Background: an optimization exercise with open tools, aiming at small area, a short achievable clock period and few clock cycles. Do not read the settings as production practice. The RTL was checked by simulation tests, not by an equivalence proof against the original design. Power figures rest on the tool's default switching activity, not on a simulated workload.

Design force_torque_packet_deframer_core, start of the top module:
module force_torque_packet_deframer_core (
  input  logic                     clk_i,
  input  logic                     rst_ni,
  input  logic                     in_valid_i,
  output logic                     in_stall_o,
  input  logic [BYTE_W-1:0]        rx_byte_i,
  output logic                     out_valid_o,
  input  logic                     out_stall_i,
  output logic signed [PROD_W-1:0] force_x_o,
  output logic signed [PROD_W-1:0] force_y_o,
  output logic signed [PROD_W-1:0] force_z_o,
  output logic signed [PROD_W-1:0] torque_x_o,
  output logic signed [PROD_W-1:0] torque_y_o,
  output logic signed [PROD_W-1:0] torque_z_o,
  output logic [SKIP_W-1:0]        skipped_bytes_o,
  input  logic                     cfg_valid_i,
  output logic                     cfg_ready_o,
  input  logic [CFG_IDX_W-1:0]     cfg_index_i,
  input  logic [GAIN_W-1:0]        cfg_data_i
);
Size in the first run: roughly 2000 cells after synthesis, roughly 400 I/O pins.
Settings: LEC_CHECK=0, CAP_MARGIN=20, CORE_MARGIN=2, CORE_UTILIZATION=65, CTS_CLUSTER_DIAMETER=100, CTS_CLUSTER_SIZE=25, SLEW_MARGIN=20; clock period 11.0 ns.
standard.sh (not shown) runs the stock make flow with config.mk's settings and CLKGATE_MAP_FILE= SYNTH_SCRIPT=/design/flow/synth_recipe.tcl, a recipe that flattens the netlist after the stock synthesis.
==> flow/flow/run.sh <==
#!/bin/bash
# The standard layout (the standard.sh), with these changes to how the
# layout is made, none to the design's registers or the constraints:
#  - after the standard synthesis, polarity.py re-polarises the full adders
#    (a full adder is self-dual) to drop most inverters between them; the
#    registers and all other cells stay as synthesis made them;
#  - the port buffers are buf_1 cells instead of the delay buffer that
#    buffer_ports picks on its own (every port still gets its own buffer);
set -euo pipefail
export BUFFER_PORTS_ARGS="-buffer_cell sky130_fd_sc_hd__buf_1"
export SETUP_SLACK_MARGIN=7.72
RES=orfs/results/${FLOW_PLATFORM}/force_torque_packet_deframer_core/base
bash standard.sh synth > flow_synth.log 2>&1
cp $RES/1_2_yosys.v flow_synth_netlist.v
python3 flow/polarity.py flow_synth_netlist.v $RES/1_2_yosys.v > flow_polarity.log 2>&1
rm -f $RES/1_synth.odb $RES/1_synth.sdc
bash standard.sh > flow_layout.log 2>&1
test -s out/final.def
Other scripts of this flow, unchanged in this note and not shown: flow/flow/polarity.py
The baseline ran to the end with no violations.
Testbench counts at the start, summed over its fixed seeds: cycles 31,381.
==> next run, changes <==
--- a/flow/flow/run.sh
+++ b/flow/flow/run.sh
@@ -9,5 +9,5 @@
 set -euo pipefail
 export BUFFER_PORTS_ARGS="-buffer_cell sky130_fd_sc_hd__buf_1"
-export SETUP_SLACK_MARGIN=7.72
+export SETUP_SLACK_MARGIN=7.45
 RES=orfs/results/${FLOW_PLATFORM}/force_torque_packet_deframer_core/base
 bash standard.sh synth > flow_synth.log 2>&1
CORE_UTILIZATION = 40   (was 65)
The changed run finished clean.
Register-to-register slack degrades by 0.20 ns.
Clock-buffer cell count is lower by 2.
Final area is lower by about 0.7%.
Flip-flop and latch count does not change.
Routed wire length is higher by 6.6%.
Area after synthesis stays the same.

---

== exp/violet ==
force_torque_packet_deframer_core, a different RTL version from the one above (not shown whole).
Size: about 2000 cells after synthesis, roughly 400 I/O pins, about 28000 sq um of cells after synthesis.
==> flow/config.mk <==
export PLATFORM = sky130hd
export DESIGN_NAME = force_torque_packet_deframer_core
export DESIGN_NICKNAME = force_torque_packet_deframer_core
export VERILOG_FILES = /design/flow/design.v
export SDC_FILE = /design/flow/constraint.sdc
export NUM_CORES = 4
export LEC_CHECK = 0
export CAP_MARGIN = 20
export CORE_MARGIN = 2
export CORE_UTILIZATION = 65
export CTS_CLUSTER_DIAMETER = 90
export CTS_CLUSTER_SIZE = 30
export SLEW_MARGIN = 20
==> flow/constraint.sdc <==
create_clock -name core_clock -period 11.0 [get_ports {clk_i}]
set_input_delay 2.2000 -clock core_clock [delete_from_list [all_inputs] [get_ports {clk_i}]]
set_output_delay 2.2000 -clock core_clock [all_outputs]
set_load 0.01 [all_outputs]
==> flow/flow/run.sh <==
#!/bin/bash
# The standard layout (the standard.sh), with these changes to how the
# layout is made, none to the design's registers or the constraints:
#  - after the standard synthesis, polarity.py re-polarises the full adders
#    (a full adder is self-dual) to drop most inverters between them; the
#    registers and all other cells stay as synthesis made them;
#  - the port buffers are buf_1 cells instead of the delay buffer that
#    buffer_ports picks on its own (every port still gets its own buffer);
set -euo pipefail
export BUFFER_PORTS_ARGS="-buffer_cell sky130_fd_sc_hd__buf_1"
export SETUP_SLACK_MARGIN=7.62
RES=orfs/results/${FLOW_PLATFORM}/force_torque_packet_deframer_core/base
bash standard.sh synth > flow_synth.log 2>&1
cp $RES/1_2_yosys.v flow_synth_netlist.v
python3 flow/polarity.py flow_synth_netlist.v $RES/1_2_yosys.v > flow_polarity.log 2>&1
rm -f $RES/1_synth.odb $RES/1_synth.sdc
bash standard.sh > flow_layout.log 2>&1
test -s out/final.def
Other scripts of this flow, unchanged in this note and not shown: flow/flow/polarity.py
Testbench counts of exp/violet, summed over its fixed seeds: cycles 31,328.
What exp/juniper does differently from exp/violet at the input level:
- a change of CTS_CLUSTER_SIZE from 30 to 16
- a change of CTS_CLUSTER_DIAMETER from 90 to 60
## What came out
Internal power delta for exp/juniper relative to exp/violet: 15% higher. Re number of cells traversed by the worst hold path: no difference whatsoever between exp/juniper and exp/violet. Relative to exp/violet, the final cell area reported for exp/juniper is higher. Sequential cell area share sits lower in exp/juniper than in exp/violet. Compared to exp/violet, the routing of exp/juniper uses more wire. exp/juniper vs. exp/violet: total leakage power went up; total power went up; hold slack went down.
Input changes introduced in exp/amber (baseline for comparison: exp/juniper):
- a change of CTS_CLUSTER_DIAMETER from 60 to 100
- a change of CTS_CLUSTER_SIZE from 16 to 25
- a change of CORE_UTILIZATION from 65 to 72
exp/amber: no failed stages, no open violations at the end
exp/juniper -> exp/amber: number of nets still failing antenna checks after routing delta 0, exact match
Max utilization across exp/juniper and exp/amber: exp/amber
Post-CTS setup buffer count (exp/amber over exp/juniper): decrease, 3
Comparing final area for exp/juniper and exp/amber, the smaller number came from exp/amber.
On total half-perimeter wirelength after legalization and detailed placement: exp/amber sits below exp/juniper.
The lower worst-case vdd ir drop of exp/juniper and exp/amber is in exp/amber.
Summary of exp/amber over exp/juniper: maximum fanout along the worst path neither gained nor lost much; clock skew rose by 0.033 ns; number of well-tap cells placed decreased about 4%.

---

Setup of run 1:
force_torque_packet_deframer_core, a different RTL version from the one above (not shown whole).
For scale: roughly 2200 cells after synthesis.
==> flow/config.mk <==
export PLATFORM = sky130hd
export DESIGN_NAME = force_torque_packet_deframer_core
export DESIGN_NICKNAME = force_torque_packet_deframer_core
export VERILOG_FILES = /design/flow/design.v
export SDC_FILE = /design/flow/constraint.sdc
export NUM_CORES = 4
export LEC_CHECK = 0
export CAP_MARGIN = 20
export CORE_MARGIN = 2
export CORE_UTILIZATION = 40
export CTS_BUF_LIST = sky130_fd_sc_hd__clkbuf_8
export SLEW_MARGIN = 20
==> flow/constraint.sdc <==
create_clock -name core_clock -period 11.0 [get_ports {clk_i}]
set_input_delay 2.2000 -clock core_clock [delete_from_list [all_inputs] [get_ports {clk_i}]]
set_output_delay 2.2000 -clock core_clock [all_outputs]
set_load 0.01 [all_outputs]
==> flow/flow/run.sh <==
#!/bin/bash
# The standard layout (the standard.sh: ORFS synthesis to finish), with two
# changes to how the layout is made, none to the constraints:
#  - the port buffers are buf_1 cells instead of the delay buffer buffer_ports
#    picks on its own (every port still gets its own buffer);
set -euo pipefail
export BUFFER_PORTS_ARGS="-buffer_cell sky130_fd_sc_hd__buf_1"
export SETUP_SLACK_MARGIN=7.7
bash standard.sh > flow_run.log 2>&1
test -s out/final.def
Testbench counts of run 1, summed over its fixed seeds: cycles 31,381.
For run 2, these inputs were changed with respect to run 1:
- CTS_BUF_LIST no longer set, was sky130_fd_sc_hd__clkbuf_8
==> flow/flow/run.sh <==
#!/bin/bash
# The standard layout (the standard.sh: ORFS synthesis to finish), with two
# changes to how the layout is made, none to the constraints:
#  - the port buffers are buf_2 cells instead of the delay buffer buffer_ports
#    picks on its own (every port still gets its own buffer);
set -euo pipefail
export BUFFER_PORTS_ARGS="-buffer_cell sky130_fd_sc_hd__buf_2"
export SETUP_SLACK_MARGIN=7.4
bash standard.sh > flow_run.log 2>&1
test -s out/final.def
Aggregate routed wire length ends up higher on run 1. Run 2 reports a lower met2 demand-to-capacity share in global routing than run 1 does. The maximum frequency was comparable across run 2 and run 1. Sort run 2 and run 1 by non-clock buffer count desc -> top: run 1. Run 2 | stages: all done | timing, DRC, antenna: all pass. Run 2 — clock latency of the later-clocked register in the worst-skew pair 0.06 ns lower, run 1 as reference. The count of buffer and inverter cells on the critical path number comes out lower for run 1 vs run 2.
diff inputs: run 2 => run 3
==> flow/run.sh (new file) <==
#!/bin/bash
# synth_recipe.tcl (not shown) runs the flow's synth.tcl, then flattens the netlist and writes it again
# the make line also repeats each setting of config.mk as NAME=value (left out here)
make -C /OpenROAD-flow-scripts/flow DESIGN_CONFIG=/design/flow/config.mk WORK_HOME=/design/flow/orfs CLKGATE_MAP_FILE= SYNTH_SCRIPT=/design/flow/synth_recipe.tcl finish
removed: flow/flow/run.sh
removed: flow/standard.sh
## What came out
Buffer count excluding the clock tree in the final layout: run 3 vs run 2 down 3. The fraction of power consumed by sequential logic number comes out higher for run 3 vs run 2. Diff run 2 -> run 3: standard cell area after detailed placement rose by 2000 sq um, wire length of the first global-routing pass shows an increase of 2500 um, area occupied by registers now sits at about the same level. NOTE detailed route wirelength on metal2 run 2->run 3 increased slightly.
The following lists how run 4 was set up differently from run 3:
==> flow/flow/run.sh (new file) <==
#!/bin/bash
# The standard layout (the standard.sh: ORFS synthesis to finish), with two
# changes to how the layout is made, none to the constraints:
#  - the port buffers are buf_1 cells instead of the delay buffer buffer_ports
#    picks on its own (every port still gets its own buffer);
set -euo pipefail
export BUFFER_PORTS_ARGS="-buffer_cell sky130_fd_sc_hd__buf_1"
export SETUP_SLACK_MARGIN=7.7
bash standard.sh > flow_run.log 2>&1
test -s out/final.def
==> flow/standard.sh (new file) <==
#!/bin/bash
# synth_recipe.tcl (not shown) runs the flow's synth.tcl, then flattens the netlist and writes it again
# the make line also repeats each setting of config.mk as NAME=value (left out here)
make -C /OpenROAD-flow-scripts/flow DESIGN_CONFIG=/design/flow/config.mk WORK_HOME=/design/flow/orfs CLKGATE_MAP_FILE= SYNTH_SCRIPT=/design/flow/synth_recipe.tcl "${@:-finish}"
removed: flow/run.sh
- Taking run 3 as the reference, in run 4 final area up about 1.4%, final standard cell utilization of the core picked up an extra 0.72 points, final worst-path setup slack went up, area growth from synthesis to layout now larger.
- Taking run 3 as the reference, in run 4 wire length rose 4000 um; via count now sits higher.
- Against run 3, non-clock buffer count in run 4 rose by more than 10%.
- Looking only at sequential fraction of total cell area, and setting everything else aside, the higher value of run 4 and run 3 goes to run 3.
- Summary — number of setup buffers added after CTS, run 4 relative to run 3: higher, by 56.
- Going from run 3 to run 4, internal power summed over all cells went up by 0.10 mW, data arrival time of the critical path went down by 0.29 ns.

[port drivers added, routing unchanged]
How much do the figures lean on ideal ports? The routed layouts below were timed once more, with nothing changed but the port constraints. Step 1 assumes that a clkbuf_16 drives the clock port and a buf_2 every other input. Step 2 also shifts input and output timing later by t, the mid clock arrival at the registers, as if the neighbouring blocks saw the same clock. a / b / c = ideal / step 1 / step 2; a / b = the first two.
run | t, ns | slack for setup (ns) | worst hold slack (ns) | worst setup path at the end | worst data-port slew with drivers (ns)
the first run of note 1 | 0.653 | 7.625 / 7.566 / 7.518 | 0.448 / 0.448 / 0.448 | input to register | 0.07
the second run of note 1 | 0.685 | 7.559 / 7.497 / 7.399 | 0.493 / 0.493 / 0.493 | input to register | 0.11
exp/violet | 0.637 | 7.620 / 7.561 / 7.515 | 0.472 / 0.472 / 0.472 | input to register | 0.07
exp/juniper | 0.651 | 7.614 / 7.557 / 7.518 | 0.465 / 0.465 / 0.465 | input to register | 0.07
exp/amber | 0.646 | 7.608 / 7.549 / 7.414 | 0.466 / 0.466 / 0.466 | input to register | 0.06
run 1 | 0.764 | 7.539 / 7.476 / 7.497 | 0.464 / 0.464 / 0.464 | input to register | 0.07
run 2 | 0.692 | 7.529 / 7.517 / 7.527 | 0.478 / 0.478 / 0.478 | input to register | 0.07
run 3 | 0.684 | 7.164 / 7.161 / 7.164 | 0.471 / 0.471 / 0.471 | register to register | 0.06
run 4 | 0.680 | 7.566 / 7.556 / 7.486 | 0.465 / 0.465 / 0.465 | input to register | 0.07
After both steps setup and hold are still met in every run listed. For exp/amber, which loses most, drivers alone change the setup slack by -0.059 ns; drivers and shift together by -0.194 ns.
